Context: an optimization exercise on an open-source flow, tuned for small area, a short achievable clock period and few clock cycles per item. The choices shown serve that exercise and are no tape-out recipe. RTL that was checked went through simulation tests only; none was proved equivalent to the original. For run 5, only the layout was checked, not whether the RTL still works. No activity file was given, so power comes from the tool's default toggle rates. No driver is modelled on the clock port, so clocking that relies on it looks cheaper here than on a real chip.

==> flow/design.v <==
`timescale 1ns/1ns
`default_nettype none
package reg_bank_pkg;
    localparam logic [1:0] RESP_OKAY = 2'b00;
    localparam int BYTE_BITS  = 8;      
    localparam int WORD_SHIFT = 2;      
endpackage
`default_nettype wire
`timescale 1ns/1ns
`default_nettype none
module reg_bank #(
    parameter int ADDR_WIDTH = 6,
    parameter int DATA_WIDTH = 32
) (
    input  wire                                            ACLK,
    input  wire                                            ARESET,
    input  logic [DATA_WIDTH/reg_bank_pkg::BYTE_BITS-1:0]  wr_lane,    
    input  logic [(1<<(ADDR_WIDTH-reg_bank_pkg::WORD_SHIFT))-1:0] wr_sel,   
    input  logic [DATA_WIDTH-1:0]                          wr_data,
    input  logic [(1<<(ADDR_WIDTH-reg_bank_pkg::WORD_SHIFT))-1:0] rd_sel,   
    output logic [DATA_WIDTH-1:0]                          rd_data
);
    localparam int NUM_REGS  = 1 << (ADDR_WIDTH - reg_bank_pkg::WORD_SHIFT);
    localparam int NUM_LANES = DATA_WIDTH / reg_bank_pkg::BYTE_BITS;
    localparam int BB        = reg_bank_pkg::BYTE_BITS;
    logic [DATA_WIDTH-1:0] regs [NUM_REGS];
    logic clr_q;
    always_ff @(posedge ACLK) begin
        clr_q <= ARESET;
    end
    always_ff @(posedge ACLK) begin
        for (int i = 0; i < NUM_REGS; i++) begin
            for (int b = 0; b < NUM_LANES; b++) begin
                if (clr_q || (wr_lane[b] && wr_sel[i])) begin
                    regs[i][b*BB +: BB] <= clr_q ? '0 : wr_data[b*BB +: BB];
                end
            end
        end
    end
    always_comb begin
        rd_data = '0;
        for (int i = 0; i < NUM_REGS; i++) begin
            rd_data = rd_data | (regs[i] & {DATA_WIDTH{rd_sel[i]}});
        end
    end
endmodule
`default_nettype wire
`timescale 1ns/1ns
`default_nettype none
module axil_write_ctrl #(
    parameter int ADDR_WIDTH = 6,
    parameter int DATA_WIDTH = 32
) (
    input  wire                                            ACLK,
    input  wire                                            ARESET,
    input  logic [ADDR_WIDTH-1:0]                          AWADDR,
    input  logic                                           AWVALID,
    output logic                                           AWREADY,
    input  logic [DATA_WIDTH-1:0]                          WDATA,
    input  logic [DATA_WIDTH/reg_bank_pkg::BYTE_BITS-1:0]  WSTRB,
    input  logic                                           WVALID,
    output logic                                           WREADY,
    output logic [1:0]                                     BRESP,
    output logic                                           BVALID,
    input  logic                                           BREADY,
    output logic [DATA_WIDTH/reg_bank_pkg::BYTE_BITS-1:0]  wr_lane,
    output logic [(1<<(ADDR_WIDTH-reg_bank_pkg::WORD_SHIFT))-1:0] wr_sel,   
    output logic [DATA_WIDTH-1:0]                          wr_data
);
    localparam int IW = ADDR_WIDTH - reg_bank_pkg::WORD_SHIFT;
    logic          awready_q, wready_q, bvalid_q, bfull_q;
    logic          qv0, qv1;             
    logic [IW-1:0] q0, q1;               
    logic [IW-1:0]      q0_n;
    logic [(1<<IW)-1:0] sel_q;           
    logic aw_hs, w_hs, b_hs;
    logic qv0_n, qv1_n, bvalid_n, bfull_n;
    assign aw_hs = AWVALID & awready_q;
    assign w_hs  = WVALID & wready_q;   
    assign b_hs  = bvalid_q & BREADY;
    always_comb begin
        qv0_n = (qv0 & ~w_hs) | qv1 | aw_hs;
        qv1_n = (qv1 & ~w_hs) | (aw_hs & qv0 & ~w_hs) | (aw_hs & qv1);
        case ({w_hs, b_hs})
            2'b10:   begin bvalid_n = 1'b1;     bfull_n = bvalid_q;          end
            2'b01:   begin bvalid_n = bfull_q;  bfull_n = 1'b0;              end
            default: begin bvalid_n = bvalid_q; bfull_n = bfull_q;           end
        endcase
    end
    always_ff @(posedge ACLK) begin
        if (ARESET) begin
            qv0       <= 1'b0;
            qv1       <= 1'b0;
            bvalid_q  <= 1'b0;
            bfull_q   <= 1'b0;
            awready_q <= 1'b1;
            wready_q  <= 1'b0;
        end else begin
            qv0       <= qv0_n;
            qv1       <= qv1_n;
            bvalid_q  <= bvalid_n;
            bfull_q   <= bfull_n;
            awready_q <= ~qv1_n;
            wready_q  <= qv0_n & ~bfull_n;
        end
    end
    assign q0_n = (w_hs || !qv0) ? (qv1 ? q1 : AWADDR[ADDR_WIDTH-1:reg_bank_pkg::WORD_SHIFT]) : q0;
    always_ff @(posedge ACLK) begin
        q0 <= q0_n;
        for (int i = 0; i < (1<<IW); i++) begin
            sel_q[i] <= (q0_n == i);
        end
        if (w_hs || !qv1) begin
            q1 <= AWADDR[ADDR_WIDTH-1:reg_bank_pkg::WORD_SHIFT];
        end
    end
    assign wr_lane  = WSTRB & {(DATA_WIDTH/reg_bank_pkg::BYTE_BITS){w_hs}};
    assign wr_sel   = sel_q;
    assign wr_data  = WDATA;
    assign AWREADY = awready_q;
    assign WREADY  = wready_q;
    assign BVALID  = bvalid_q;
    assign BRESP   = reg_bank_pkg::RESP_OKAY;
endmodule
`default_nettype wire
`timescale 1ns/1ns
`default_nettype none
module axil_read_ctrl #(
    parameter int ADDR_WIDTH = 6,
    parameter int DATA_WIDTH = 32
) (
    input  wire                                            ACLK,
    input  wire                                            ARESET,
    input  logic [ADDR_WIDTH-1:0]                          ARADDR,
    input  logic                                           ARVALID,
    output logic                                           ARREADY,
    output logic [DATA_WIDTH-1:0]                          RDATA,
    output logic [1:0]                                     RRESP,
    output logic                                           RVALID,
    input  logic                                           RREADY,
    output logic [(1<<(ADDR_WIDTH-reg_bank_pkg::WORD_SHIFT))-1:0] rd_sel,
    input  logic [DATA_WIDTH-1:0]                          rd_data
);
    localparam int IW = ADDR_WIDTH - reg_bank_pkg::WORD_SHIFT;
    logic                  arready_q, rvalid_q;
    logic                  qv0, qv1;         
    logic [IW-1:0]         q0, q1;           
    logic [DATA_WIDTH-1:0] rdata_q;
    logic [IW-1:0]         q0_n;
    logic [(1<<IW)-1:0]    sel_q;            
    logic ar_hs, ld;
    logic qv0_n, qv1_n;
    assign ar_hs = ARVALID & arready_q;
    assign ld    = qv0 & (~rvalid_q | RREADY);    
    always_comb begin
        qv0_n = (qv0 & ~ld) | qv1 | ar_hs;
        qv1_n = (qv1 & ~ld) | (ar_hs & qv0 & ~ld);
    end
    always_ff @(posedge ACLK) begin
        if (ARESET) begin
            qv0       <= 1'b0;
            qv1       <= 1'b0;
            rvalid_q  <= 1'b0;
            arready_q <= 1'b1;
        end else begin
            qv0       <= qv0_n;
            qv1       <= qv1_n;
            rvalid_q  <= ld | (rvalid_q & ~RREADY);
            arready_q <= ~qv1_n;
        end
    end
    assign q0_n = (ld || !qv0) ? (qv1 ? q1 : ARADDR[ADDR_WIDTH-1:reg_bank_pkg::WORD_SHIFT]) : q0;
    always_ff @(posedge ACLK) begin
        q0 <= q0_n;
        for (int i = 0; i < (1<<IW); i++) begin
            sel_q[i] <= (q0_n == i);
        end
        if (ld || !qv1) begin
            q1 <= ARADDR[ADDR_WIDTH-1:reg_bank_pkg::WORD_SHIFT];
        end
        rdata_q <= (rd_data & {DATA_WIDTH{ld}}) | (rdata_q & {DATA_WIDTH{rvalid_q & ~RREADY}});
    end
    assign rd_sel   = sel_q;
    assign RDATA    = rdata_q;
    assign RVALID   = rvalid_q;
    assign ARREADY  = arready_q;
    assign RRESP    = reg_bank_pkg::RESP_OKAY;
endmodule
`default_nettype wire
`timescale 1ns/1ns
`default_nettype none
module axil_reg_slave #(
    parameter int ADDR_WIDTH = 6,
    parameter int DATA_WIDTH = 32
) (
    input  wire                                            ACLK,
    input  wire                                            ARESET,
    input  logic [ADDR_WIDTH-1:0]                          AWADDR,
    input  logic                                           AWVALID,
    output logic                                           AWREADY,
    input  logic [DATA_WIDTH-1:0]                          WDATA,
    input  logic [DATA_WIDTH/reg_bank_pkg::BYTE_BITS-1:0]  WSTRB,
    input  logic                                           WVALID,
    output logic                                           WREADY,
    output logic [1:0]                                     BRESP,
    output logic                                           BVALID,
    input  logic                                           BREADY,
    input  logic [ADDR_WIDTH-1:0]                          ARADDR,
    input  logic                                           ARVALID,
    output logic                                           ARREADY,
    output logic [DATA_WIDTH-1:0]                          RDATA,
    output logic [1:0]                                     RRESP,
    output logic                                           RVALID,
    input  logic                                           RREADY
);
    logic [DATA_WIDTH/reg_bank_pkg::BYTE_BITS-1:0]  wr_lane;
    logic [(1<<(ADDR_WIDTH-reg_bank_pkg::WORD_SHIFT))-1:0] wr_sel;
    logic [DATA_WIDTH-1:0]            wr_data;
    logic [(1<<(ADDR_WIDTH-reg_bank_pkg::WORD_SHIFT))-1:0] rd_sel;
    logic [DATA_WIDTH-1:0]            rd_data;
    axil_write_ctrl #(
        .ADDR_WIDTH (ADDR_WIDTH),
        .DATA_WIDTH (DATA_WIDTH)
    ) u_write_ctrl (
        .ACLK     (ACLK),
        .ARESET   (ARESET),
        .AWADDR   (AWADDR),
        .AWVALID  (AWVALID),
        .AWREADY  (AWREADY),
        .WDATA    (WDATA),
        .WSTRB    (WSTRB),
        .WVALID   (WVALID),
        .WREADY   (WREADY),
        .BRESP    (BRESP),
        .BVALID   (BVALID),
        .BREADY   (BREADY),
        .wr_lane  (wr_lane),
        .wr_sel   (wr_sel),
        .wr_data  (wr_data)
    );
    axil_read_ctrl #(
        .ADDR_WIDTH (ADDR_WIDTH),
        .DATA_WIDTH (DATA_WIDTH)
    ) u_read_ctrl (
        .ACLK     (ACLK),
        .ARESET   (ARESET),
        .ARADDR   (ARADDR),
        .ARVALID  (ARVALID),
        .ARREADY  (ARREADY),
        .RDATA    (RDATA),
        .RRESP    (RRESP),
        .RVALID   (RVALID),
        .RREADY   (RREADY),
        .rd_sel   (rd_sel),
        .rd_data  (rd_data)
    );
    reg_bank #(
        .ADDR_WIDTH (ADDR_WIDTH),
        .DATA_WIDTH (DATA_WIDTH)
    ) u_reg_bank (
        .ACLK     (ACLK),
        .ARESET   (ARESET),
        .wr_lane  (wr_lane),
        .wr_sel   (wr_sel),
        .wr_data  (wr_data),
        .rd_sel   (rd_sel),
        .rd_data  (rd_data)
    );
endmodule
`default_nettype wire
==> flow/flow/run.sh <==
#!/bin/bash
# Standard layout with the ports buffered by plain buffers instead of the
# delay cell buffer_ports picks by default.
set -euo pipefail
cp config.mk own_config.mk
cat flow/extra.mk >> own_config.mk
sed 's#DESIGN_CONFIG=\([^ ]*\)/config\.mk#DESIGN_CONFIG=\1/own_config.mk#' standard.sh > own_standard.sh
grep -q own_config.mk own_standard.sh
bash own_standard.sh > standard.log 2>&1
==> flow/flow/extra.mk <==
export BUFFER_PORTS_ARGS = -buffer_cell sky130_fd_sc_hd__buf_2
export CTS_ARGS = -sink_clustering_enable -repair_clock_nets -sink_clustering_size 30 -sink_clustering_max_diameter 150 -dont_use_dummy_load
==> flow/standard.sh <==
#!/bin/bash
# synth_recipe.tcl (not shown) runs the flow's synth.tcl, then flattens the netlist and writes it again
# the make line also repeats each setting of config.mk as NAME=value (left out here)
make -C /OpenROAD-flow-scripts/flow DESIGN_CONFIG=/design/flow/config.mk WORK_HOME=/design/flow/orfs CLKGATE_MAP_FILE= SYNTH_SCRIPT=/design/flow/synth_recipe.tcl "${@:-finish}"
==> flow/config.mk <==
export PLATFORM = sky130hd
export DESIGN_NAME = axil_reg_slave
export DESIGN_NICKNAME = axil_reg_slave
export VERILOG_FILES = /design/flow/design.v
export SDC_FILE = /design/flow/constraint.sdc
export NUM_CORES = 4
export LEC_CHECK = 0
export CAP_MARGIN = 20
export CORE_MARGIN = 2
export CORE_UTILIZATION = 40
export CTS_CLUSTER_DIAMETER = 150
export CTS_CLUSTER_SIZE = 30
export SETUP_SLACK_MARGIN = 2.1
export SLEW_MARGIN = 20
==> flow/constraint.sdc <==
create_clock -name core_clock -period 4.0 [get_ports {ACLK}]
set_input_delay 0.8000 -clock core_clock [delete_from_list [all_inputs] [get_ports {ACLK}]]
set_output_delay 0.8000 -clock core_clock [all_outputs]
set_load 0.01 [all_outputs]
==> results.py, run 1 <==
metrics = {
    "status": {
        "status": "no timing/DRC/antenna violations",
    },
    "power": {
        "static-leakage-power_uw": 0.00860,
        "switching_share_pct": 22.7,
        "power_density_nw_per_um2": 467,
        "power.share.clock_pct": 25.6,
        "seq_power_share_pct": 66.9,
        "vdd.ir_drop.worst_mv": 0.264,
        "pwr-share-comb_pct": 7.6,
        "power.internal_uw": 8640,
        "p_sw_uw": 2540,
    },
    "critical_path": {
        "timing.critical_path.max_delay_family": "flip-flops",
        "r2r_start": "u_read_ctrl.sel_q[15]",
        "critPathKind": "flip-flop to output pin",
        "critical_path_buf_inv_count": 1,
        "critPathArrivalTime_ns": 1.11,
        "cp_cell_sequence": "buf_6",
        "worst_r2r_endpoint": "u_read_ctrl.rdata_q[20]",
        "crit_end": "WREADY",
        "r2r.worst_path.cells": 5,
        "ff2ff_setup_slack_ns": 2.12,
        "timing.critical_path.slowest_stage_cell": "dfxtp_4",
        "critPathMaxStageDelay_ns": 0.41,
        "worst_ep_required_ns": 3.20,
        "worstSetupStartpoint": "u_write_ctrl.wready_q",
        "critPathLaunchType": "flip-flop",
        "critical_path.max_fanout": 6,
        "worst_setup_path_end_kind": "output pin",
        "critical_path_cell_count": 1,
    },
    "synthesis": {
        "yosys.cell_types.count": 36,
        "post_synth_instance_area_sq_um": 21900,
        "synth_async_sr_flop_share_pct": 0,
        "yosysWarningCount": 4,
        "synthXorXnorAreaFrac_pct": 0,
        "synthFlopType": "edfxtp_1",
        "synth-adder-area-share_pct": 0.114,
        "synth_simple_gate_area_share_pct": 3.12,
        "synth_enable_flop_cells": 520,
        "synthMuxAreaShare_pct": 0.570,
        "ys_ff_latch": 603,
        "synth_compound_area_share_pct": 14.9,
        "proportion_of_synthesized_chip_area_in_sequential_cells_pct": 78.7,
        "main_combinational_cell_family_by_area_after_synthesis": "compound AO/OA/AOI/OAI gates",
        "post_synth.cell_area_avg_sq_um": 17.9,
        "postSynthCellCount": 1229,
    },
    "floorplan": {
        "fp.dieArea_sq_um": 56800,
        "num_rows": 85,
        "die_h_um": 238,
        "floorplan.initialDensity_pct": 40.6,
        "fp.coreArea_sq_um": 54000,
        "design.portCount": 96,
        "die_w_um": 238,
    },
    "grt": {
        "first_pass_grt_wire_length_um": 78000,
        "groute.usage.overall_pct": 18.7,
        "first_global_vias": 11600,
        "overflow": 0,
        "grt_max_degree": 34,
        "grt_antenna_before_repair": 1,
    },
    "timing": {
        "timing.final.crit_share_pct": 47.8,
        "setup_viol": 0,
        "final_hold_viol_count": 0,
        "clock_skew_ns": 0.0719,
        "grt_setup_unrepaired": "true",
        "worstMarginPinSlew_ns": 1.04,
        "tightest_slew_margin_relative_to_the_limit_pct": 30.7,
        "max_freq_ghz": 0.523,
        "pins_over_their_slew_limit": 0,
        "min_period_ns": 1.91,
        "worst_hold_slack_across_all_endpoints_ns": 0.400,
        "setup-tns-final_ns": 0,
        "final_critical_path_setup_slack_ns": 2.09,
    },
    "layout": {
        "postLayoutCellArea_sq_um": 24000,
        "layout.nets": 1358,
        "mostFrequentLayoutCell": "edfxtp_1",
        "drive_above_1_share_pct": 18.2,
        "top_library_cells_by_usage_in_the_layout_fill_and_taps_aside": "edfxtp_1, a22o_1, a221oi_1",
        "layout_area_growth_over_synthesis_pct": 9.15,
    },
    "placed_design": {
        "gp_congestion": 0.767,
        "dp_hpwl_um": 33500,
        "place.port_buffers": 87,
        "placedInstanceArea_sq_um": 23000,
        "dpl_ws_ns": 1.32,
    },
    "clocking": {
        "path_clk_slew_ns": 0.11,
        "clock_insertion_delay_worst_skew_ns": 0.59,
        "cts-buffers-inserted": 24,
        "cts_max_path_buffers": 3,
        "cts_sinks": 603,
        "cts_tree": "done",
        "root_buffer": "clkbuf_16",
        "htree_levels": 1,
    },
    "route": {
        "vias": 11800,
        "drt.antenna.violating_nets": 0,
        "first_pass_iters": 5,
        "post_drt_via_cell_ratio": 5.89,
        "routed_wirelength_um": 53500,
        "avgRoutedWirePerCell_um": 26.8,
        "remaining_drc_errors": 0,
        "drt_iter0_markers": 1259,
    },
    "flow_run": {
        "timing.max_cap.violations": 0,
    },
    "hold_path": {
        "holdCritPathClass": "primary input to flip-flop",
    },
}
## how the worst min path moves through the flow
stage	depth (start not counted)	startpoint	end
finish	1	ARADDR[5]	u_read_ctrl.q1[3]
global route	1	AWADDR[4]	u_write_ctrl.q1[2]
CTS	1	ARADDR[5]	u_read_ctrl.q1[3]
global placement	1	u_read_ctrl.rdata_q[21]	u_read_ctrl.rdata_q[21]
detailed placement	1	u_read_ctrl.rdata_q[21]	u_read_ctrl.rdata_q[21]
floorplan	2	u_write_ctrl.bfull_q	u_write_ctrl.bfull_q
## what timing repair did
item                       CTS  global route
hold buffers                 0             0
cloned                       0             0
pin swaps                    0             1
resized for setup           44            31
setup endpoints to repair  757           107
setup buffers                3             3
## kinds of logic (layout without fill, tap and decap cells)
family,after synthesis,count (layout)
AOI/OAI and AO/OA,387,387
adders and majority gates,2,2
buffers and inverters,93,160
DFF,603,603
muxes,12,12
other,1,5
and+or+nand+nor,131,131
## Yosys cell counts, drive strengths merged (2+ instances only)
library cell	number	share of area, %
and3	4	0.11
mux2i	8	0.36
a21oi	11	0.25
a22o	160	6.4
a21o	64	2.2
nand2	9	0.15
o21a	4	0.14
nor2	46	0.79
o32a	8	0.36
dfxtp	83	7.6
nand4	32	0.91
edfxtp	520	71
nor2b	34	0.97
a221oi	128	5.2
buf	46	1.7
and2	2	0.057
clkbuf	38	0.65
inv	9	0.15
a32oi	8	0.32
mux2	4	0.21
ha	2	0.11
## routing by layer
metal	wire, um	up-vias	part of all wire, %	track usage [%]
li1	-	5204	-	-
met1	23300	6156	44	26.3
met2	25900	346	48	31.1
met3	3270	54	6.1	2.67
met4	926	2	1.7	3.77
met5	13	-	0.024	0
## through the flow
step,power (uW),utilization [%],cells
after floorplan,8030,-,1232
after global placement,8390,42.6,1965
after global routing,11500,44.3,1995
after detailed placement,8430,42.6,1965
after CTS,11200,44.1,1992
final,11200,44.3,1996
## power by group through the flow
stage	Sequential, uW	Combinational [uW]	Clock, uW
2_1_floorplan	7520	506	0
3_3_place_gp	7590	800	0
3_5_place_dp	7610	819	0
4_1_cts	7460	844	2910
5_1_grt	7510	917	3110
6_report	7470	846	2860
## cell type report
| type | count | area [sq um] |
|---|---|---|
| timing repair buffer | 127 | 798 |
| sequential | 603 | 17300 |
| fill | 4647 | 30100 |
| clock buffer | 24 | 601 |
| inverter | 9 | 33.8 |
| tap | 696 | 871 |
| multi-input combinational | 536 | 4310 |
| antenna | 1 | 2.50 |
## flip-flops by register name, indices dropped and copies added (netlist names)
signal / cells
u_reg_bank.regs: 512
u_read_ctrl.rdata_q: 32
u_read_ctrl.sel_q: 16
u_write_ctrl.sel_q: 16
u_read_ctrl.q0: 4
u_read_ctrl.q1: 4
u_write_ctrl.q0: 4
u_write_ctrl.q1: 4
u_read_ctrl.arready_q: 1
u_read_ctrl.qv0: 1
u_read_ctrl.qv1: 1
u_read_ctrl.rvalid_q: 1
u_reg_bank.clr_q: 1
u_write_ctrl.awready_q: 1
u_write_ctrl.bfull_q: 1
u_write_ctrl.bvalid_q: 1
u_write_ctrl.qv0: 1
u_write_ctrl.qv1: 1
u_write_ctrl.wready_q: 1
Testbench counts, summed over its fixed seeds: cycles 3,216, items 6,400.
==> run 2: changes to the inputs <==
==> flow/run.sh (new file) <==
#!/bin/bash
# synth_recipe.tcl (not shown) runs the flow's synth.tcl, then flattens the netlist and writes it again
# the make line also repeats each setting of config.mk as NAME=value (left out here)
make -C /OpenROAD-flow-scripts/flow DESIGN_CONFIG=/design/flow/config.mk WORK_HOME=/design/flow/orfs CLKGATE_MAP_FILE= SYNTH_SCRIPT=/design/flow/synth_recipe.tcl finish
--- a/flow/config.mk
+++ b/flow/config.mk
@@ -11,4 +11,4 @@
 export CTS_CLUSTER_DIAMETER = 150
 export CTS_CLUSTER_SIZE = 30
-export SETUP_SLACK_MARGIN = 2.1
+export SETUP_SLACK_MARGIN = 2.2
 export SLEW_MARGIN = 20
removed: flow/flow/run.sh
removed: flow/flow/extra.mk
removed: flow/standard.sh
==> run 2 against run 1 <==
  * Still clean
  * Clock power is 6% higher
  * Synthesized cell count stayed put
  * Global-route usage is 0.14 points higher
  * Register-to-register slack better by 0.13 ns
  * Design area is 6.1% higher
  * First-iteration DRC count is 4.0% lower
  * Count of clock-buffer cells in the layout is 19 higher
  * Core utilization is 2.7 points higher
  * Combinational power is 19% higher
  * Critical path type unchanged
  * Highest routed layer is now met4
==> results.py, run 2 <==
metrics = {
    "critical_path": {
        "ff2ff_setup_slack_ns": 2.25,
        "critical_path.max_fanout": 2,
        "critPathKind": "flip-flop to output pin",
        "critPathLaunchType": "flip-flop",
        "worst_setup_path_end_kind": "output pin",
        "critical_path_buf_inv_count": 1,
        "r2r.worst_path.cells": 5,
        "timing.critical_path.max_delay_family": "flip-flops",
        "worst_ep_required_ns": 3.20,
        "critPathArrivalTime_ns": 1.07,
        "r2r_start": "u_read_ctrl.sel_q[4]",
        "worst_r2r_endpoint": "u_read_ctrl.rdata_q[21]",
        "critical_path_cell_count": 1,
        "critPathMaxStageDelay_ns": 0.37,
        "cp_cell_sequence": "buf_6",
        "timing.critical_path.slowest_stage_cell": "dfxtp_4",
    },
    "status": {
        "status": "no timing/DRC/antenna violations",
    },
    "hold_path": {
        "worstHoldPathCells": 1,
        "min_delay_worst_endpoint": "u_read_ctrl.rdata_q[26]",
        "worst_hold_startpoint": "u_read_ctrl.rdata_q[26]",
        "holdCritPathClass": "flip-flop to flip-flop",
    },
    "timing": {
        "worstMarginPinSlew_ns": 0.722,
        "pins_over_their_slew_limit": 0,
        "timing.final.crit_share_pct": 46.8,
        "min_period_ns": 1.87,
        "grt_setup_unrepaired": "true",
        "setup-tns-final_ns": 0,
        "setup_viol": 0,
        "tightest_slew_margin_relative_to_the_limit_pct": 51.6,
        "clock_skew_ns": 0.0379,
        "final_hold_viol_count": 0,
        "max_freq_ghz": 0.534,
    },
    "power": {
        "power_density_nw_per_um2": 453,
        "static-leakage-power_uw": 0.00893,
        "vdd.ir_drop.worst_mv": 0.239,
    },
    "layout": {
        "multiInputGateArea_sq_um": 4880,
        "layout.nets": 1402,
        "layout_area_growth_over_synthesis_pct": 15.8,
        "drive_above_1_share_pct": 23.6,
        "top_library_cells_by_usage_in_the_layout_fill_and_taps_aside": "edfxtp_1, a22o_1, buf_4",
        "layout_top_registers": "u_reg_bank.regs: 512 flops, u_read_ctrl.rdata_q: 32 flops",
        "mostFrequentLayoutCell": "edfxtp_1",
        "max_flop_register": "u_reg_bank.regs",
        "fill_cells": 4530,
        "largest_register_ffs": 512,
        "final_util_pct": 47.0,
        "seqCellArea_sq_um": 17300,
        "antenna-diode-count": 0,
    },
    "synthesis": {
        "post_synth.cell_area_avg_sq_um": 17.9,
        "yosysWarningCount": 4,
        "post-synth-top-area-cell": "edfxtp_1",
        "netlist_top_cells_count": "edfxtp_1, a22o_1, a221oi_1",
        "postSynthCellCount": 1229,
        "synth_async_sr_flop_share_pct": 0,
        "synthFlopType": "edfxtp_1",
        "yosys.cell_types.count": 36,
        "synth_top_cells_by_area": "edfxtp_1, dfxtp_1, a22o_1, a221oi_1, a21o_1",
        "ys_ff_latch": 603,
        "yosys.cell_count.top_type": "edfxtp_1",
        "post_synth_instance_area_sq_um": 21900,
        "synth_top_area_share_pct": 71.2,
        "proportion_of_synthesized_chip_area_in_sequential_cells_pct": 78.7,
        "synth_enable_flop_cells": 520,
    },
    "floorplan": {
        "fp.dieArea_sq_um": 56800,
        "die_h_um": 238,
        "floorplan.initialDensity_pct": 40.6,
        "num_rows": 85,
        "die_w_um": 238,
        "fp.coreArea_sq_um": 54000,
        "design.portCount": 96,
    },
    "clocking": {
        "root_buffer": "clkbuf_16",
        "cts_max_path_buffers": 3,
        "htree_levels": 1,
        "path_clk_slew_ns": 0.11,
        "cts_tree": "done",
        "cts_sinks": 603,
        "clock_insertion_delay_worst_skew_ns": 0.59,
        "cts-buffers-inserted": 24,
    },
    "grt": {
        "grt_antenna_before_repair": 0,
        "grt_max_degree": 39,
        "first_global_vias": 11900,
        "groute.usage.overall_pct": 18.8,
        "first_pass_grt_wire_length_um": 78900,
        "overflow": 0,
    },
    "route": {
        "vias": 11900,
        "remaining_drc_errors": 0,
        "drt_iter0_markers": 1209,
        "routed_wirelength_um": 53800,
        "first_pass_iters": 5,
        "drt.antenna.violating_nets": 0,
        "post_drt_via_cell_ratio": 5.80,
        "avgRoutedWirePerCell_um": 26.1,
    },
    "placed_design": {
        "dp_hpwl_um": 33600,
        "place.port_buffers": 87,
        "gp_congestion": 0.781,
    },
    "flow_run": {
        "timing.max_cap.violations": 0,
    },
}
[run 2: how the worst max path moves through the flow]
stage | start | end | slack, ns
floorplan | WSTRB[0] | u_reg_bank.regs[0][0] | 2.26
global placement | WVALID | u_reg_bank.regs[14][5] | 0.93
detailed placement | WVALID | u_reg_bank.regs[14][1] | 0.89
CTS | u_write_ctrl.wready_q | WREADY | 1.94
global route | WVALID | u_write_ctrl.sel_q[12] | 2.08
finish | u_write_ctrl.wready_q | WREADY | 2.13
[run 2: per-stage QoR]
stage	cells	setup slack (ns)	hold slack, ns	total power, uW	instance area (sq um)
after floorplan	1232	2.26	0.468	8060	22300
after global routing	2059	2.08	0.507	11900	25400
after global placement	1986	0.934	0.464	8490	23900
final	2059	2.13	0.493	11500	25400
after detailed placement	1986	0.890	0.468	8530	23900
after CTS	2052	1.94	0.498	11600	25200
[run 2: metal layers]
metal	wire [um]	GRT usage, %	part of all wire, %
met5	0	0	0
met1	24100	26.8	45
met2	26200	31.6	49
met4	946	4.17	1.8
met3	2500	1.70	4.7
[run 2: area by class of cell]
cell class                 instances  share of cell area [%]
inverter                           9                   0.133
clock inverter                     1                   0.118
timing repair buffer             170                    6.17
sequential                       603                    68.2
multi-input combinational        537                    19.2
clock buffer                      43                    2.73
tap                              696                    3.43
[run 2: repair_timing]
| action | CTS | global route |
|---|---|---|
| gates resized for setup | 283 | 39 |
| cloned | 0 | 1 |
| hold buffers | 0 | 0 |
| pin swaps | 2 | 3 |
| buffers inserted | 22 | 6 |
| endpoints found under the setup margin | 873 | 191 |
[run 2: kinds of logic after synthesis]
group,Yosys count,synth area share [%]
DFF,603,78.7
AOI/OAI and AO/OA,387,14.9
and+or+nand+nor,131,3.12
buffers and inverters,93,2.50
muxes,12,0.570
adders and majority gates,2,0.114
other,1,0.0171
[run 2: where the power goes]
part | internal, uW | switching (uW)
combinational | 412 | 596
clock | 1210 | 1820
sequential | 7270 | 215
total | 8890 | 2630
==> run 3: changes to the inputs <==
--- a/flow/config.mk
+++ b/flow/config.mk
@@ -11,4 +11,4 @@
 export CTS_CLUSTER_DIAMETER = 150
 export CTS_CLUSTER_SIZE = 30
-export SETUP_SLACK_MARGIN = 2.2
+export SETUP_SLACK_MARGIN = 2.0
 export SLEW_MARGIN = 20
==> run 3 against run 2 <==
  * Combinational power fell by 12%
  * Global-route usage fell by 0.53 points
  * Wire length fell by 2.8%
  * Via count fell by 1.8%
  * Maximum frequency fell by 7.2%
  * Count of clock-buffer cells in the layout did not move
  * Die area did not move
  * Register-to-register slack got worse by 0.19 ns
  * Sequential cell count did not move
  * Cell count fell by 1.4%
  * Largest cell class unchanged
  * Highest routed layer unchanged
==> results.py, run 3 <==
metrics = {
    "critical_path": {
        "timing.critical_path.slowest_stage_cell": "dfxtp_4",
        "critPathArrivalTime_ns": 1.22,
        "worst_ep_required_ns": 3.20,
        "critical_path.max_fanout": 5,
        "worst_r2r_endpoint": "u_read_ctrl.rdata_q[18]",
        "worst_setup_path_end_kind": "output pin",
        "crit_end": "WREADY",
        "critPathMaxStageDelay_ns": 0.39,
        "r2r.worst_path.cells": 4,
        "timing.critical_path.max_delay_family": "flip-flops",
        "critPathKind": "flip-flop to output pin",
        "ff2ff_setup_slack_ns": 2.06,
        "critical_path_buf_inv_count": 1,
        "critPathLaunchType": "flip-flop",
        "critical_path_cell_count": 1,
        "cp_cell_sequence": "clkdlybuf4s15_1",
        "r2r_start": "u_read_ctrl.sel_q[11]",
        "worstSetupStartpoint": "u_write_ctrl.wready_q",
    },
    "synthesis": {
        "postSynthCellCount": 1229,
        "ys_ff_latch": 603,
        "proportion_of_synthesized_chip_area_in_sequential_cells_pct": 78.7,
        "synth_async_sr_flop_share_pct": 0,
        "post_synth_instance_area_sq_um": 21900,
        "yosysWarningCount": 4,
        "yosys.cell_types.count": 36,
        "yosys.cell_count.top_type": "edfxtp_1",
        "post_synth.cell_area_avg_sq_um": 17.9,
        "synth_enable_flop_cells": 520,
        "netlist_top_cells_count": "edfxtp_1, a22o_1, a221oi_1",
        "post-synth-top-area-cell": "edfxtp_1",
        "synthFlopType": "edfxtp_1",
        "synth_top_cells_by_area": "edfxtp_1, dfxtp_1, a22o_1, a221oi_1, a21o_1",
        "synth_top_area_share_pct": 71.2,
    },
    "placed_design": {
        "place.port_buffers": 87,
        "place_inst": 1978,
        "dp_hpwl_um": 33200,
        "gp_congestion": 0.768,
    },
    "route": {
        "drt_iter0_markers": 1204,
        "first_pass_iters": 5,
        "drt.antenna.violating_nets": 0,
        "vias": 11700,
        "wirelength_met1_um": 23400,
        "post_drt_via_cell_ratio": 5.77,
        "dr_wl_met3_um": 2600,
        "highest-signal-layer": "met4",
        "routed_wirelength_um": 52300,
        "routed-wl-met2_um": 25700,
        "avgRoutedWirePerCell_um": 25.8,
        "remaining_drc_errors": 0,
    },
    "layout": {
        "mostFrequentLayoutCell": "edfxtp_1",
        "layout_top_registers": "u_reg_bank.regs: 512 flops, u_read_ctrl.rdata_q: 32 flops",
        "layout.nets": 1373,
        "largest_register_ffs": 512,
        "layout_area_growth_over_synthesis_pct": 11.7,
        "drive_above_1_share_pct": 15.0,
        "antenna-diode-count": 0,
        "max_flop_register": "u_reg_bank.regs",
        "finish.cell_count_without_fillers": 2030,
        "top_library_cells_by_usage_in_the_layout_fill_and_taps_aside": "edfxtp_1, a22o_1, a221oi_1",
    },
    "timing": {
        "max_freq_ghz": 0.496,
        "setup-tns-final_ns": 0,
        "worstMarginPinSlew_ns": 1.11,
        "final_hold_viol_count": 0,
        "pins_over_their_slew_limit": 0,
        "timing.final.crit_share_pct": 50.4,
        "setup_viol": 0,
        "min_period_ns": 2.02,
        "tightest_slew_margin_relative_to_the_limit_pct": 26.0,
        "grt_setup_unrepaired": "true",
        "clock_skew_ns": 0.0338,
    },
    "clocking": {
        "root_buffer": "clkbuf_16",
        "cts_tree": "done",
        "cts_max_path_buffers": 3,
        "cts-buffers-inserted": 24,
        "clock_insertion_delay_worst_skew_ns": 0.58,
        "hold_buffers": 0,
        "path_clk_slew_ns": 0.11,
        "cts_sinks": 603,
        "htree_levels": 1,
    },
    "power": {
        "static-leakage-power_uw": 0.00861,
        "pwr-share-comb_pct": 7.8,
        "power.internal_uw": 8810,
        "seq_power_share_pct": 65.5,
        "power.share.clock_pct": 26.7,
        "vdd.ir_drop.worst_mv": 0.324,
        "total_power_uw": 11400,
        "power_density_nw_per_um2": 465,
        "p_sw_uw": 2580,
        "switching_share_pct": 22.7,
    },
    "floorplan": {
        "die_w_um": 238,
        "num_rows": 85,
        "design.portCount": 96,
        "fp.dieArea_sq_um": 56800,
        "fp.coreArea_sq_um": 54000,
        "floorplan.initialDensity_pct": 40.6,
        "die_h_um": 238,
    },
    "grt": {
        "first_pass_grt_wire_length_um": 76700,
        "first_global_vias": 11600,
        "grt_antenna_before_repair": 1,
        "groute.usage.overall_pct": 18.3,
        "grt_max_degree": 34,
        "overflow": 0,
    },
    "status": {
        "status": "no timing/DRC/antenna violations",
    },
    "hold_path": {
        "holdCritPathClass": "flip-flop to flip-flop",
    },
    "flow_run": {
        "timing.max_cap.violations": 0,
    },
}
[run 3: power groups by stage]
stage	clock network [uW]	registers [uW]	logic, uW
finish	3040	7460	890
detailed placement	0	7610	880
global route	3300	7500	963
CTS	3090	7460	895
global placement	0	7590	863
floorplan	0	7520	506
[run 3: per-layer routing]
metal / global-route usage, % / vias to the layer above
met5: 0 / -
met4: 3.26 / 0
met3: 2.05 / 33
met2: 31.1 / 323
met1: 25.7 / 6110
li1: - / 5253
[run 3: cells by family (layout without fill, tap and decap cells)]
group / count (synthesis) / count (layout) / share of synthesized area, %
DFF: 603 / 603 / 78.7
AOI/OAI and AO/OA: 387 / 387 / 14.9
and+or+nand+nor: 131 / 131 / 3.12
buffers and inverters: 93 / 195 / 2.50
muxes: 12 / 12 / 0.570
adders and majority gates: 2 / 2 / 0.114
other: 1 / 4 / 0.0171
[run 3: worst min path at each step]
stage,slack [ns],from,cells after the start,to
3_5_place_dp,0.46,u_read_ctrl.rdata_q[19],1,u_read_ctrl.rdata_q[19]
2_1_floorplan,0.47,u_write_ctrl.bfull_q,2,u_write_ctrl.bfull_q
5_1_grt,0.49,u_read_ctrl.rdata_q[31],1,u_read_ctrl.rdata_q[31]
4_1_cts,0.50,u_read_ctrl.rdata_q[19],1,u_read_ctrl.rdata_q[19]
3_3_place_gp,0.47,u_read_ctrl.rdata_q[25],1,u_read_ctrl.rdata_q[25]
6_report,0.48,u_read_ctrl.rdata_q[6],1,u_read_ctrl.rdata_q[6]
[run 3: metrics by stage]
step / util (%) / hold slack, ns / cell area [sq um] / setup slack, ns
after CTS: 45.3 / 0.497 / 24500 / 1.86
after floorplan: - / 0.468 / 22000 / 2.07
after global routing: 45.4 / 0.493 / 24500 / 1.92
after global placement: 43.6 / 0.467 / 23600 / 1.02
after detailed placement: 43.6 / 0.465 / 23600 / 0.991
final: 45.4 / 0.478 / 24500 / 1.98
[run 3: what timing repair did]
| item | 4_1_cts | 5_1_grt |
|---|---|---|
| resized for setup | 148 | 41 |
| setup endpoints to repair | 612 | 425 |
| cloned | 0 | 0 |
| buffers inserted | 3 | 5 |
[run 3: area by class of cell]
cell class	count	area, sq um
clock buffers	43	693
clock inverters	1	30.0
fillers	4640	29500
inverters	9	33.8
multi-input cells	536	4260
flip-flops and latches	603	17300
well taps	696	871
repair buffers	142	1290
[run 3: worst register-to-register path: stages (launching register included)]
cell and delay [ns]:
dfxtp_1 0.57, buf_4 0.34, a221oi_1 0.51, nand4_1 0.19
a22o_1 0.24
==> run 4: changes to the inputs <==
--- a/flow/config.mk
+++ b/flow/config.mk
@@ -11,4 +11,4 @@
 export CTS_CLUSTER_DIAMETER = 150
 export CTS_CLUSTER_SIZE = 30
-export SETUP_SLACK_MARGIN = 2.0
+export SETUP_SLACK_MARGIN = 2.1
 export SLEW_MARGIN = 20
==> run 4 against run 3 <==
  * Still clean
  * Clock power about the same
  * First-iteration DRC count increased by 2.8%
  * Sequential share of layout area about the same
  * Core utilization about the same
  * Maximum frequency increased by 5.9%
  * Design area increased by 0.11%
  * Synthesized cell count unchanged
  * Clock skew about the same
  * Largest cell class unchanged
  * Highest routed layer unchanged
==> results.py, run 4 <==
metrics = {
    "synthesis": {
        "netlist_top_cells_count": "edfxtp_1, a22o_1, a221oi_1",
        "proportion_of_synthesized_chip_area_in_sequential_cells_pct": 78.7,
        "ys_ff_latch": 603,
        "postSynthCellCount": 1229,
        "synth_enable_flop_cells": 520,
        "synth_async_sr_flop_share_pct": 0,
        "synth_top_area_share_pct": 71.2,
        "post_synth.cell_area_avg_sq_um": 17.9,
        "yosys.cell_types.count": 36,
        "yosysWarningCount": 4,
        "post_synth_instance_area_sq_um": 21900,
        "synth_top_cells_by_area": "edfxtp_1, dfxtp_1, a22o_1, a221oi_1, a21o_1",
        "synthFlopType": "edfxtp_1",
        "post-synth-top-area-cell": "edfxtp_1",
        "yosys.cell_count.top_type": "edfxtp_1",
    },
    "clocking": {
        "path_clk_slew_ns": 0.11,
        "htree_levels": 1,
        "hold_buffers": 0,
        "cts_max_path_buffers": 3,
        "root_buffer": "clkbuf_16",
        "cts_sinks": 603,
        "clock_insertion_delay_worst_skew_ns": 0.58,
        "cts_tree": "done",
        "cts-buffers-inserted": 24,
    },
    "route": {
        "first_pass_iters": 5,
        "routed_wirelength_um": 53300,
        "avgRoutedWirePerCell_um": 26.1,
        "drt.antenna.violating_nets": 0,
        "post_drt_via_cell_ratio": 5.80,
        "vias": 11900,
        "remaining_drc_errors": 0,
        "drt_iter0_markers": 1238,
    },
    "timing": {
        "timing.final.crit_share_pct": 47.6,
        "final_critical_path_setup_slack_ns": 2.09,
        "setup_viol": 0,
        "setup-tns-final_ns": 0,
        "pins_over_their_slew_limit": 0,
        "clock_skew_ns": 0.0333,
        "final_hold_viol_count": 0,
        "max_freq_ghz": 0.525,
        "grt_setup_unrepaired": "true",
        "min_period_ns": 1.91,
        "tightest_slew_margin_relative_to_the_limit_pct": 49.0,
        "worstMarginPinSlew_ns": 0.762,
    },
    "power": {
        "p_sw_uw": 2600,
        "static-leakage-power_uw": 0.00875,
        "switching_share_pct": 22.8,
        "power.share.clock_pct": 26.6,
        "seq_power_share_pct": 65.4,
        "power.internal_uw": 8810,
        "pwr-share-comb_pct": 8.0,
        "power_density_nw_per_um2": 465,
        "vdd.ir_drop.worst_mv": 0.329,
    },
    "critical_path": {
        "timing.critical_path.max_delay_family": "buffers and inverters",
        "critical_path.max_fanout": 8,
        "critPathArrivalTime_ns": 2.16,
        "critical_path_buf_inv_count": 1,
        "timing.critical_path.slowest_stage_cell": "clkdlybuf4s50_1",
        "critPathKind": "primary input to flip-flop",
        "critPathLaunchType": "primary input",
        "worst_setup_path_end_kind": "flip-flop",
        "cp_cell_sequence": "clkdlybuf4s50_1, and3_4, a21o_1",
        "critPathMaxStageDelay_ns": 0.66,
        "worst_ep_required_ns": 4.26,
    },
    "hold_path": {
        "holdCritPathClass": "flip-flop to flip-flop",
    },
    "placed_design": {
        "place.port_buffers": 87,
        "dpl_ws_ns": 0.991,
        "dp_hpwl_um": 33200,
        "gp_congestion": 0.768,
    },
    "floorplan": {
        "design.portCount": 96,
        "fp.dieArea_sq_um": 56800,
        "floorplan.initialDensity_pct": 40.6,
        "die_h_um": 238,
        "fp.coreArea_sq_um": 54000,
        "num_rows": 85,
        "die_w_um": 238,
    },
    "layout": {
        "fill_cells": 4651,
        "layout_area_growth_over_synthesis_pct": 11.8,
        "drive_above_1_share_pct": 16.8,
        "antenna-diode-count": 0,
        "layout.nets": 1387,
        "mostFrequentLayoutCell": "edfxtp_1",
        "layout_top_registers": "u_reg_bank.regs: 512 flops, u_read_ctrl.rdata_q: 32 flops",
        "max_flop_register": "u_reg_bank.regs",
        "largest_register_ffs": 512,
        "top_library_cells_by_usage_in_the_layout_fill_and_taps_aside": "edfxtp_1, a22o_1, a221oi_1",
    },
    "grt": {
        "groute.usage.overall_pct": 18.5,
        "overflow": 0,
        "grt_antenna_before_repair": 1,
        "grt_max_degree": 34,
        "first_pass_grt_wire_length_um": 77400,
        "first_global_vias": 11800,
    },
    "flow_run": {
        "timing.max_cap.violations": 0,
    },
    "status": {
        "status": "no timing/DRC/antenna violations",
    },
}
==> run 4: cell counts after synthesis <==
No cell type changed its count.
==> run 4: power by group through the flow <==
| stage | Clock [uW] | Sequential [uW] | Combinational [uW] |
|---|---|---|---|
| final | 3040 | 7460 | 908 |
| after global routing | 3300 | 7500 | 981 |
| after CTS | 3090 | 7460 | 894 |
| after detailed placement | 0 | 7610 | 880 |
| after global placement | 0 | 7590 | 863 |
| after floorplan | 0 | 7520 | 506 |
==> run 4: cells by family (layout without fill, tap and decap cells) <==
kind of cell             after synthesis  count (layout)  share of synthesized area [%]
multiplexers                          12              12                          0.570
AND/OR/NAND/NOR                      131             132                           3.12
adder cells (fa/ha/maj)                2               2                          0.114
AO/OA/AOI/OAI                        387             387                           14.9
buffers and inverters                 93             208                           2.50
flip-flops                           603             603                           78.7
other                                  1               4                         0.0171
==> run 4: what timing repair did <==
item	CTS	global route
buffers inserted	18	3
resized for setup	220	23
cloned	1	0
pin swaps	1	0
endpoints found under the setup margin	739	346
==> run 4: layer usage <==
layer	vias to the layer above	track usage (%)	wire length [um]
li1	5284	-	-
met2	323	31.5	26200
met3	38	2.02	2670
met4	0	3.47	738
met1	6205	25.8	23600
met5	-	0	0
==> run 4: path summary, 6_finish.rpt <==
| path | cells past startpoint | to | slack [ns] | startpoint |
|---|---|---|---|---|
| setup / recovery | 3 | u_reg_bank.regs[14][8] | 2.09 | WSTRB[1] |
| hold / removal | 1 | u_read_ctrl.rdata_q[16] | 0.48 | u_read_ctrl.rdata_q[16] |
| setup reg to reg | 4 | u_read_ctrl.rdata_q[22] | 2.13 | u_read_ctrl.sel_q[0] |
| hold reg to reg | 1 | u_read_ctrl.rdata_q[16] | 0.48 | u_read_ctrl.rdata_q[16] |
==> run 4: cell type report <==
cell class                 count  area (sq um)  share of cell area, %
clock buffer                  43           693                   2.83
clock inverter                 1          30.0                  0.122
inverter                       9          33.8                  0.138
multi-input combinational    537          4310                   17.5
sequential                   603         17300                   70.7
tap                          696           871                   3.55
timing repair buffer         155          1250                   5.11
==> run 4: per-stage QoR <==
step	hold WS (ns)	util [%]	std cells	total power (uW)	area (sq um)
6_report	0.477	45.4	2044	11400	24500
5_1_grt	0.488	45.4	2044	11800	24500
4_1_cts	0.480	45.2	2041	11400	24400
3_5_place_dp	0.465	43.6	1978	8490	23600
3_3_place_gp	0.467	43.6	1978	8450	23600
2_1_floorplan	0.468	-	1232	8030	22000
==> run 5: changes to the inputs <==
--- a/flow/design.v
+++ b/flow/design.v
@@ -72,10 +72,11 @@
     logic          qv0, qv1;             
     logic [IW-1:0] q0, q1;               
-    logic [IW-1:0]      q0_n;
+    logic [IW-1:0]      q_src;
     logic [(1<<IW)-1:0] sel_q;           
+    logic               bvalid_o;        
     logic aw_hs, w_hs, b_hs;
     logic qv0_n, qv1_n, bvalid_n, bfull_n;
-    assign aw_hs = AWVALID & awready_q;
-    assign w_hs  = WVALID & wready_q;   
+    assign aw_hs = AWVALID & ~qv1;                  
+    assign w_hs  = WVALID & qv0 & ~bfull_q;         
     assign b_hs  = bvalid_q & BREADY;
     always_comb begin
@@ -93,4 +94,5 @@
             qv1       <= 1'b0;
             bvalid_q  <= 1'b0;
+            bvalid_o  <= 1'b0;
             bfull_q   <= 1'b0;
             awready_q <= 1'b1;
@@ -100,4 +102,5 @@
             qv1       <= qv1_n;
             bvalid_q  <= bvalid_n;
+            bvalid_o  <= w_hs | (bvalid_o & ~(BREADY & ~bfull_q));
             bfull_q   <= bfull_n;
             awready_q <= ~qv1_n;
@@ -105,9 +108,9 @@
         end
     end
-    assign q0_n = (w_hs || !qv0) ? (qv1 ? q1 : AWADDR[ADDR_WIDTH-1:reg_bank_pkg::WORD_SHIFT]) : q0;
-    always_ff @(posedge ACLK) begin
-        q0 <= q0_n;
+    assign q_src = qv1 ? q1 : AWADDR[ADDR_WIDTH-1:reg_bank_pkg::WORD_SHIFT];
+    always_ff @(posedge ACLK) begin
+        q0 <= (w_hs || !qv0) ? q_src : q0;
         for (int i = 0; i < (1<<IW); i++) begin
-            sel_q[i] <= (q0_n == i);
+            sel_q[i] <= (w_hs || !qv0) ? (q_src == i) : (q0 == i);
         end
         if (w_hs || !qv1) begin
@@ -120,5 +123,5 @@
     assign AWREADY = awready_q;
     assign WREADY  = wready_q;
-    assign BVALID  = bvalid_q;
+    assign BVALID  = bvalid_o;
     assign BRESP   = reg_bank_pkg::RESP_OKAY;
 endmodule
@@ -147,9 +150,10 @@
     logic [IW-1:0]         q0, q1;           
     logic [DATA_WIDTH-1:0] rdata_q;
-    logic [IW-1:0]         q0_n;
+    logic [IW-1:0]         q_src;
+    logic                  rvalid_o;         
     logic [(1<<IW)-1:0]    sel_q;            
     logic ar_hs, ld;
     logic qv0_n, qv1_n;
-    assign ar_hs = ARVALID & arready_q;
+    assign ar_hs = ARVALID & ~qv1;                  
     assign ld    = qv0 & (~rvalid_q | RREADY);    
     always_comb begin
@@ -162,4 +166,5 @@
             qv1       <= 1'b0;
             rvalid_q  <= 1'b0;
+            rvalid_o  <= 1'b0;
             arready_q <= 1'b1;
         end else begin
@@ -167,12 +172,13 @@
             qv1       <= qv1_n;
             rvalid_q  <= ld | (rvalid_q & ~RREADY);
+            rvalid_o  <= ld | (rvalid_o & ~RREADY);
             arready_q <= ~qv1_n;
         end
     end
-    assign q0_n = (ld || !qv0) ? (qv1 ? q1 : ARADDR[ADDR_WIDTH-1:reg_bank_pkg::WORD_SHIFT]) : q0;
-    always_ff @(posedge ACLK) begin
-        q0 <= q0_n;
+    assign q_src = qv1 ? q1 : ARADDR[ADDR_WIDTH-1:reg_bank_pkg::WORD_SHIFT];
+    always_ff @(posedge ACLK) begin
+        q0 <= (ld || !qv0) ? q_src : q0;
         for (int i = 0; i < (1<<IW); i++) begin
-            sel_q[i] <= (q0_n == i);
+            sel_q[i] <= (ld || !qv0) ? (q_src == i) : (q0 == i);
         end
         if (ld || !qv1) begin
@@ -183,5 +189,5 @@
     assign rd_sel   = sel_q;
     assign RDATA    = rdata_q;
-    assign RVALID   = rvalid_q;
+    assign RVALID   = rvalid_o;
     assign ARREADY  = arready_q;
     assign RRESP    = reg_bank_pkg::RESP_OKAY;
--- a/flow/config.mk
+++ b/flow/config.mk
@@ -11,4 +11,4 @@
 export CTS_CLUSTER_DIAMETER = 150
 export CTS_CLUSTER_SIZE = 30
-export SETUP_SLACK_MARGIN = 2.1
+export SETUP_SLACK_MARGIN = 2.2
 export SLEW_MARGIN = 20
==> run 5 against run 4 <==
  * Total power up 0.24%
  * Design area up 4.0%
  * Wire length up 1.2%
  * Core utilization up 1.0 points
  * Highest routed layer unchanged
  * Sequential power about the same
==> results.py, run 5 <==
metrics = {
    "power": {
        "vdd.ir_drop.worst_mv": 0.357,
        "power_density_nw_per_um2": 448,
        "static-leakage-power_uw": 0.00897,
        "total_power_uw": 11400,
    },
    "timing": {
        "pins_over_their_slew_limit": 0,
        "clock_skew_ns": 0.0314,
        "setup-tns-final_ns": 0,
        "setup_viol": 0,
        "timing.final.crit_share_pct": 47.5,
        "tightest_slew_margin_relative_to_the_limit_pct": 52.0,
        "max_freq_ghz": 0.526,
        "worstMarginPinSlew_ns": 0.717,
        "min_period_ns": 1.90,
        "final_hold_viol_count": 0,
        "grt_setup_unrepaired": "true",
        "worst_hold_slack_across_all_endpoints_ns": 0.489,
    },
    "synthesis": {
        "postSynthCellCount": 1243,
        "yosys.cell_types.count": 41,
        "synth_enable_flop_cells": 528,
        "yosys.cell_count.top_type": "edfxtp_1",
        "post-synth-top-area-cell": "edfxtp_1",
        "synth_top_cells_by_area": "edfxtp_1, dfxtp_1, a22o_1, a221oi_1, a21o_1",
        "ys_ff_latch": 605,
        "synth_async_sr_flop_share_pct": 0,
        "proportion_of_synthesized_chip_area_in_sequential_cells_pct": 78.2,
        "post_synth.cell_area_avg_sq_um": 17.9,
        "post_synth_instance_area_sq_um": 22200,
        "yosysWarningCount": 4,
        "netlist_top_cells_count": "edfxtp_1, a22o_1, a221oi_1",
        "synth_top_area_share_pct": 71.3,
        "synthFlopType": "edfxtp_1",
    },
    "floorplan": {
        "die_h_um": 240,
        "design.portCount": 96,
        "fp.coreArea_sq_um": 55000,
        "die_w_um": 240,
        "floorplan.initialDensity_pct": 40.4,
        "fp.dieArea_sq_um": 57500,
        "num_rows": 86,
    },
    "critical_path": {
        "worst_ep_required_ns": 3.20,
        "timing.critical_path.max_delay_family": "flip-flops",
        "cp_cell_sequence": "buf_6",
        "worst_setup_path_end_kind": "output pin",
        "critPathLaunchType": "flip-flop",
        "timing.critical_path.slowest_stage_cell": "dfxtp_4",
        "critical_path.max_fanout": 2,
        "critPathArrivalTime_ns": 1.10,
        "critPathMaxStageDelay_ns": 0.38,
        "critPathKind": "flip-flop to output pin",
        "critical_path_buf_inv_count": 1,
    },
    "grt": {
        "overflow": 0,
        "grt_antenna_before_repair": 0,
        "first_pass_grt_wire_length_um": 77100,
        "grt_max_degree": 64,
        "first_global_vias": 11900,
        "groute.usage.overall_pct": 18.4,
    },
    "layout": {
        "max_flop_register": "u_reg_bank.regs",
        "mostFrequentLayoutCell": "edfxtp_1",
        "layout_area_growth_over_synthesis_pct": 14.8,
        "largest_register_ffs": 512,
        "layout.nets": 1404,
        "seqCellArea_sq_um": 17500,
        "finish.cell_count_without_fillers": 2113,
        "fill_cells": 4683,
        "antenna-diode-count": 0,
        "multiInputGateArea_sq_um": 4840,
        "top_library_cells_by_usage_in_the_layout_fill_and_taps_aside": "edfxtp_1, a22o_1, a221oi_1",
        "layout_top_registers": "u_reg_bank.regs: 512 flops, u_read_ctrl.rdata_q: 32 flops",
        "drive_above_1_share_pct": 23.2,
    },
    "placed_design": {
        "place_inst": 2047,
        "place.port_buffers": 87,
        "dp_hpwl_um": 32800,
        "gp_congestion": 0.770,
    },
    "route": {
        "post_drt_via_cell_ratio": 5.70,
        "routed-wl-met2_um": 25800,
        "dr_wl_met3_um": 3030,
        "first_pass_iters": 5,
        "highest-signal-layer": "met4",
        "drt.antenna.violating_nets": 0,
        "remaining_drc_errors": 0,
        "avgRoutedWirePerCell_um": 25.5,
        "routed_wirelength_um": 53900,
        "wirelength_met1_um": 23900,
        "drt_iter0_markers": 1205,
        "vias": 12000,
    },
    "clocking": {
        "cts_max_path_buffers": 3,
        "hold_buffers": 0,
        "cts_tree": "done",
        "htree_levels": 1,
        "cts-buffers-inserted": 24,
        "root_buffer": "clkbuf_16",
        "clock_insertion_delay_worst_skew_ns": 0.58,
        "path_clk_slew_ns": 0.11,
        "cts_sinks": 605,
    },
    "hold_path": {
        "holdCritPathClass": "flip-flop to flip-flop",
    },
    "flow_run": {
        "timing.max_cap.violations": 0,
    },
    "status": {
        "status": "no timing/DRC/antenna violations",
    },
}
[run 5: final cells by class]
class                           instances  area share [%]
Tap cell                              748            3.67
Multi-Input combinational cell        536            18.9
Sequential cell                       605            68.4
Clock buffer                           43            2.72
Timing Repair Buffer                  158            5.83
Inverter                               22           0.353
Clock inverter                          1           0.118
[run 5: metrics by stage]
| stage | util (%) | area [sq um] | worst slack (ns) |
|---|---|---|---|
| 2_1_floorplan | - | 22600 | 2.20 |
| 5_1_grt | 46.4 | 25500 | 2.07 |
| 3_3_place_gp | 43.9 | 24100 | 0.887 |
| 3_5_place_dp | 43.9 | 24100 | 0.826 |
| 4_1_cts | 46.0 | 25300 | 2.08 |
| 6_report | 46.4 | 25500 | 2.10 |
[run 5: path summary, 6_finish.rpt]
| check | from | end | slack [ns] | cells after the start |
|---|---|---|---|---|
| worst max-delay path | u_read_ctrl.rdata_q[31] | RDATA[31] | 2.10 | 1 |
| worst min-delay path | u_read_ctrl.rdata_q[12] | u_read_ctrl.rdata_q[12] | 0.49 | 1 |
| worst max register to register | u_read_ctrl.sel_q[15] | u_read_ctrl.rdata_q[0] | 2.23 | 5 |
| worst min register to register | u_read_ctrl.rdata_q[12] | u_read_ctrl.rdata_q[12] | 0.49 | 1 |
[run 5: per-layer routing]
metal  vias to the layer above  track usage (%)
li1                       5319                -
met2                       384             30.2
met1                      6279             26.2
met3                        63             2.20
met5                         -                0
met4                         0             4.00
[run 5: cell families after synthesis]
kind of cell	share of synthesized area (%)
AO/OA/AOI/OAI	14.7
adder cells (fa/ha/maj)	0.113
buffers and inverters	3.31
other	0.0169
multiplexers	0.428
AND/OR/NAND/NOR	3.21
flip-flops	78.2
[run 5: worst reg2reg max path, delay by kind of cell (launching register included)]
| kind | cells | cell delay, ns |
|---|---|---|
| simple gates | 1 | 0.23 |
| flops | 1 | 0.32 |
| compound gates | 3 | 0.87 |
| buf+inv | 1 | 0.26 |
[run 5: where the power goes]
part,switching [uW],internal (uW)
combinational,571,367
clock,1850,1210
sequential,174,7270
[run 5: timing repair]
item	in CTS	in global routing
endpoints found under the hold margin	0	0
resized for setup	284	40
pin swaps	3	1
gates cloned	1	0
setup buffers	18	3
endpoints found under the setup margin	662	80
==> run 6: changes to the inputs <==
--- a/flow/design.v
+++ b/flow/design.v
@@ -72,5 +72,5 @@
     logic          qv0, qv1;             
     logic [IW-1:0] q0, q1;               
-    logic [IW-1:0]      q_src;
+    logic [IW-1:0]      q0_n;
     logic [(1<<IW)-1:0] sel_q;           
     logic               bvalid_o;        
@@ -108,9 +108,9 @@
         end
     end
-    assign q_src = qv1 ? q1 : AWADDR[ADDR_WIDTH-1:reg_bank_pkg::WORD_SHIFT];
-    always_ff @(posedge ACLK) begin
-        q0 <= (w_hs || !qv0) ? q_src : q0;
+    assign q0_n = (w_hs || !qv0) ? (qv1 ? q1 : AWADDR[ADDR_WIDTH-1:reg_bank_pkg::WORD_SHIFT]) : q0;
+    always_ff @(posedge ACLK) begin
+        q0 <= q0_n;
         for (int i = 0; i < (1<<IW); i++) begin
-            sel_q[i] <= (w_hs || !qv0) ? (q_src == i) : (q0 == i);
+            sel_q[i] <= (q0_n == i);
         end
         if (w_hs || !qv1) begin
@@ -150,5 +150,5 @@
     logic [IW-1:0]         q0, q1;           
     logic [DATA_WIDTH-1:0] rdata_q;
-    logic [IW-1:0]         q_src;
+    logic [IW-1:0]         q0_n;
     logic                  rvalid_o;         
     logic [(1<<IW)-1:0]    sel_q;            
@@ -176,9 +176,9 @@
         end
     end
-    assign q_src = qv1 ? q1 : ARADDR[ADDR_WIDTH-1:reg_bank_pkg::WORD_SHIFT];
-    always_ff @(posedge ACLK) begin
-        q0 <= (ld || !qv0) ? q_src : q0;
+    assign q0_n = (ld || !qv0) ? (qv1 ? q1 : ARADDR[ADDR_WIDTH-1:reg_bank_pkg::WORD_SHIFT]) : q0;
+    always_ff @(posedge ACLK) begin
+        q0 <= q0_n;
         for (int i = 0; i < (1<<IW); i++) begin
-            sel_q[i] <= (ld || !qv0) ? (q_src == i) : (q0 == i);
+            sel_q[i] <= (q0_n == i);
         end
         if (ld || !qv1) begin
==> flow/flow/run.sh (new file) <==
#!/bin/bash
# Standard layout with the ports buffered by plain buffers instead of the
# delay cell buffer_ports picks by default.
set -euo pipefail
cp config.mk own_config.mk
cat flow/extra.mk >> own_config.mk
sed 's#DESIGN_CONFIG=\([^ ]*\)/config\.mk#DESIGN_CONFIG=\1/own_config.mk#' standard.sh > own_standard.sh
grep -q own_config.mk own_standard.sh
bash own_standard.sh > standard.log 2>&1
==> flow/flow/extra.mk (new file) <==
export BUFFER_PORTS_ARGS = -buffer_cell sky130_fd_sc_hd__buf_2
export CTS_ARGS = -sink_clustering_enable -repair_clock_nets -sink_clustering_size 30 -sink_clustering_max_diameter 150 -dont_use_dummy_load
==> flow/standard.sh (new file) <==
#!/bin/bash
# synth_recipe.tcl (not shown) runs the flow's synth.tcl, then flattens the netlist and writes it again
# the make line also repeats each setting of config.mk as NAME=value (left out here)
make -C /OpenROAD-flow-scripts/flow DESIGN_CONFIG=/design/flow/config.mk WORK_HOME=/design/flow/orfs CLKGATE_MAP_FILE= SYNTH_SCRIPT=/design/flow/synth_recipe.tcl "${@:-finish}"
--- a/flow/config.mk
+++ b/flow/config.mk
@@ -8,5 +8,5 @@
 export CAP_MARGIN = 20
 export CORE_MARGIN = 2
-export CORE_UTILIZATION = 40
+export CORE_UTILIZATION = 55
 export CTS_CLUSTER_DIAMETER = 150
 export CTS_CLUSTER_SIZE = 30
removed: flow/run.sh
==> run 6 against run 5 <==
  * Still clean on timing, DRC and antenna
  * Sequential share of layout area rose by 2.6 points
  * Total power fell by 2.1%
  * Die area fell by 28%
  * Core utilization rose by 16 points
  * Critical path type unchanged
==> results.py, run 6 <==
metrics = {
    "route": {
        "post_drt_via_cell_ratio": 6.39,
        "drt.antenna.violating_nets": 0,
        "first_pass_iters": 5,
        "vias": 11800,
        "remaining_drc_errors": 0,
        "avgRoutedWirePerCell_um": 28.9,
        "drt_iter0_markers": 972,
        "routed_wirelength_um": 53200,
    },
    "critical_path": {
        "critPathKind": "flip-flop to output pin",
        "ff2ff_setup_slack_ns": 2.23,
        "critical_path_buf_inv_count": 1,
        "critical_path_cell_count": 1,
        "critPathLaunchType": "flip-flop",
        "r2r_start": "u_read_ctrl.sel_q[9]",
        "crit_end": "RDATA[22]",
        "timing.critical_path.slowest_stage_cell": "dfxtp_2",
        "worstSetupStartpoint": "u_read_ctrl.rdata_q[22]",
        "worst_ep_required_ns": 3.20,
        "critPathMaxStageDelay_ns": 0.38,
        "cp_cell_sequence": "buf_6",
        "r2r.worst_path.cells": 5,
        "worst_r2r_endpoint": "u_read_ctrl.rdata_q[12]",
        "timing.critical_path.max_delay_family": "flip-flops",
        "critical_path.max_fanout": 2,
        "critPathArrivalTime_ns": 1.07,
        "worst_setup_path_end_kind": "output pin",
    },
    "power": {
        "pwr-share-comb_pct": 7.9,
        "p_sw_uw": 2490,
        "power.internal_uw": 8710,
        "static-leakage-power_uw": 0.00867,
        "switching_share_pct": 22.2,
        "power.share.clock_pct": 25.3,
        "vdd.ir_drop.worst_mv": 0.355,
        "power_density_nw_per_um2": 457,
        "seq_power_share_pct": 66.8,
        "total_power_uw": 11200,
    },
    "clocking": {
        "root_buffer": "clkbuf_16",
        "cts-buffers-inserted": 24,
        "path_clk_slew_ns": 0.11,
        "clock_insertion_delay_worst_skew_ns": 0.58,
        "cts_max_path_buffers": 3,
        "cts_tree": "done",
        "hold_buffers": 0,
        "cts_sinks": 605,
        "htree_levels": 1,
    },
    "synthesis": {
        "post_synth.cell_area_avg_sq_um": 17.7,
        "synth_enable_flop_cells": 520,
        "post_synth_instance_area_sq_um": 21900,
        "synth_top_cells_by_area": "edfxtp_1, dfxtp_1, a22o_1, a221oi_1, a21o_1",
        "netlist_top_cells_count": "edfxtp_1, a22o_1, a221oi_1",
        "yosys.cell_types.count": 30,
        "post-synth-top-area-cell": "edfxtp_1",
        "ys_ff_latch": 605,
        "postSynthCellCount": 1237,
        "yosysWarningCount": 4,
        "synthFlopType": "edfxtp_1",
        "synth_async_sr_flop_share_pct": 0,
        "proportion_of_synthesized_chip_area_in_sequential_cells_pct": 79.2,
        "synth_top_area_share_pct": 71.4,
        "yosys.cell_count.top_type": "edfxtp_1",
    },
    "floorplan": {
        "die_w_um": 203,
        "fp.coreArea_sq_um": 39500,
        "die_h_um": 203,
        "design.portCount": 96,
        "num_rows": 73,
        "floorplan.initialDensity_pct": 55.4,
        "fp.dieArea_sq_um": 41400,
    },
    "layout": {
        "layout_area_growth_over_synthesis_pct": 12.1,
        "largest_register_ffs": 512,
        "postLayoutCellArea_sq_um": 24500,
        "top_library_cells_by_usage_in_the_layout_fill_and_taps_aside": "edfxtp_1, a22o_1, a221oi_1",
        "antenna-diode-count": 0,
        "drive_above_1_share_pct": 23.9,
        "max_flop_register": "u_reg_bank.regs",
        "layout.nets": 1379,
        "mostFrequentLayoutCell": "edfxtp_1",
        "final_util_pct": 62.1,
        "layout_top_registers": "u_reg_bank.regs: 512 flops, u_read_ctrl.rdata_q: 32 flops",
    },
    "timing": {
        "timing.final.crit_share_pct": 46.8,
        "worst_hold_slack_across_all_endpoints_ns": 0.408,
        "setup-tns-final_ns": 0,
        "min_period_ns": 1.87,
        "pins_over_their_slew_limit": 0,
        "tightest_slew_margin_relative_to_the_limit_pct": 40.7,
        "setup_viol": 0,
        "max_freq_ghz": 0.534,
        "worstMarginPinSlew_ns": 0.889,
        "final_hold_viol_count": 0,
        "grt_setup_unrepaired": "true",
        "clock_skew_ns": 0.0688,
    },
    "hold_path": {
        "holdCritPathClass": "primary input to flip-flop",
        "worstHoldPathCells": 1,
    },
    "grt": {
        "grtUsageMet1_pct": 38.0,
        "met3_usage_pct": 3.12,
        "groute.usage.overall_pct": 25.7,
        "grt_max_degree": 35,
        "grt_use_met2_pct": 41.0,
        "busiest_layer": "met2",
        "first_global_vias": 11500,
        "first_pass_grt_wire_length_um": 76100,
        "overflow": 0,
        "grt_antenna_before_repair": 0,
    },
    "status": {
        "status": "no timing/DRC/antenna violations",
    },
    "placed_design": {
        "place.port_buffers": 87,
        "placedInstanceArea_sq_um": 23200,
        "dp_hpwl_um": 31600,
        "gp_congestion": 0.775,
    },
    "flow_run": {
        "timing.max_cap.violations": 0,
    },
}
## run 6: cell count changes after synthesis, moves of 6 or more
| cell | previous run | this run |
|---|---|---|
| o32a_1 | 0 | 8 |
| buf_2 | 20 | 28 |
| a211oi_1 | 6 | 0 |
| clkbuf_1 | 17 | 48 |
| edfxtp_1 | 528 | 520 |
| a32oi_1 | 0 | 8 |
| dfxtp_1 | 77 | 85 |
| nor3_1 | 7 | 0 |
| inv_2 | 7 | 0 |
| buf_6 | 31 | 0 |
| a31oi_1 | 11 | 0 |
## run 6: cells by family after synthesis
family | count (synthesis) | share of synthesized area (%)
and+or+nand+nor | 133 | 3.21
buffers and inverters | 94 | 1.87
adders and majority gates | 2 | 0.114
DFF | 605 | 79.2
other | 1 | 0.0172
AOI/OAI and AO/OA | 390 | 15.0
muxes | 12 | 0.572
## run 6: worst min-delay path by stage
| stage | endpoint | start |
|---|---|---|
| 3_5_place_dp | u_read_ctrl.rdata_q[29] | u_read_ctrl.rdata_q[29] |
| 4_1_cts | u_write_ctrl.q1[2] | AWADDR[4] |
| 6_report | u_write_ctrl.q1[1] | AWADDR[3] |
| 5_1_grt | u_write_ctrl.q1[2] | AWADDR[4] |
| 2_1_floorplan | u_write_ctrl.bvalid_q | u_write_ctrl.bvalid_q |
| 3_3_place_gp | u_read_ctrl.rdata_q[0] | u_read_ctrl.rdata_q[0] |
## run 6: metal layers
metal | vias to the layer above | routed length [um]
met1 | 6100 | 23600
met2 | 360 | 25100
met3 | 69 | 3050
met5 | - | 0
met4 | 0 | 1510
li1 | 5260 | -
## run 6: what timing repair did
action	4_1_cts	5_1_grt
resized for setup	112	24
setup buffers	12	2
setup endpoints to repair	843	183
endpoints found under the hold margin	0	0
gates cloned	0	0
## run 6: cell type report
type                       count  area (sq um)
timing repair buffer         140          1100
tap                          525           657
clock buffer                  24           601
fill                        2901         15000
multi-input combinational    541          4730
inverter                      10          37.5
sequential                   605         17400
## run 6: power groups by stage
stage	Sequential, uW	Clock [uW]	Combinational [uW]
final	7480	2830	887
after global routing	7520	3070	951
after CTS	7480	2870	878
after detailed placement	7610	0	800
after global placement	7590	0	786
after floorplan	7540	0	500
## run 6: metrics by stage
stage	worst slack, ns	cells
6_report	2.13	1845
5_1_grt	2.10	1845
4_1_cts	2.10	1842
3_5_place_dp	1.29	1806
3_3_place_gp	1.30	1806
2_1_floorplan	2.14	1240
Testbench counts of run 6, summed over its fixed seeds: cycles 3,216, items 6,400.

static timing again, ports no longer ideal:
No port has a modelled driver above. Below, the same layouts with a new extraction and two added sets of constraints. Step 1 assumes that a clkbuf_16 drives the clock port and a buf_2 every other input. Step 2 also shifts input and output timing later by t, the mid clock arrival at the registers, as if the neighbouring blocks saw the same clock. a / b / c = ideal / step 1 / step 2; a / b = the first two.
run | t, ns | slack for setup (ns)
run 1 | 0.616 | 2.089 / 2.031 / 1.706
run 2 | 0.623 | 2.127 / 2.072 / 1.580
run 3 | 0.629 | 1.983 / 1.924 / 1.479
run 4 | 0.629 | 2.095 / 2.037 / 1.491
run 5 | 0.625 | 2.100 / 2.047 / 1.638
run 6 | 0.604 | 2.128 / 2.073 / 1.777
After both steps setup and hold are still met in every run listed.
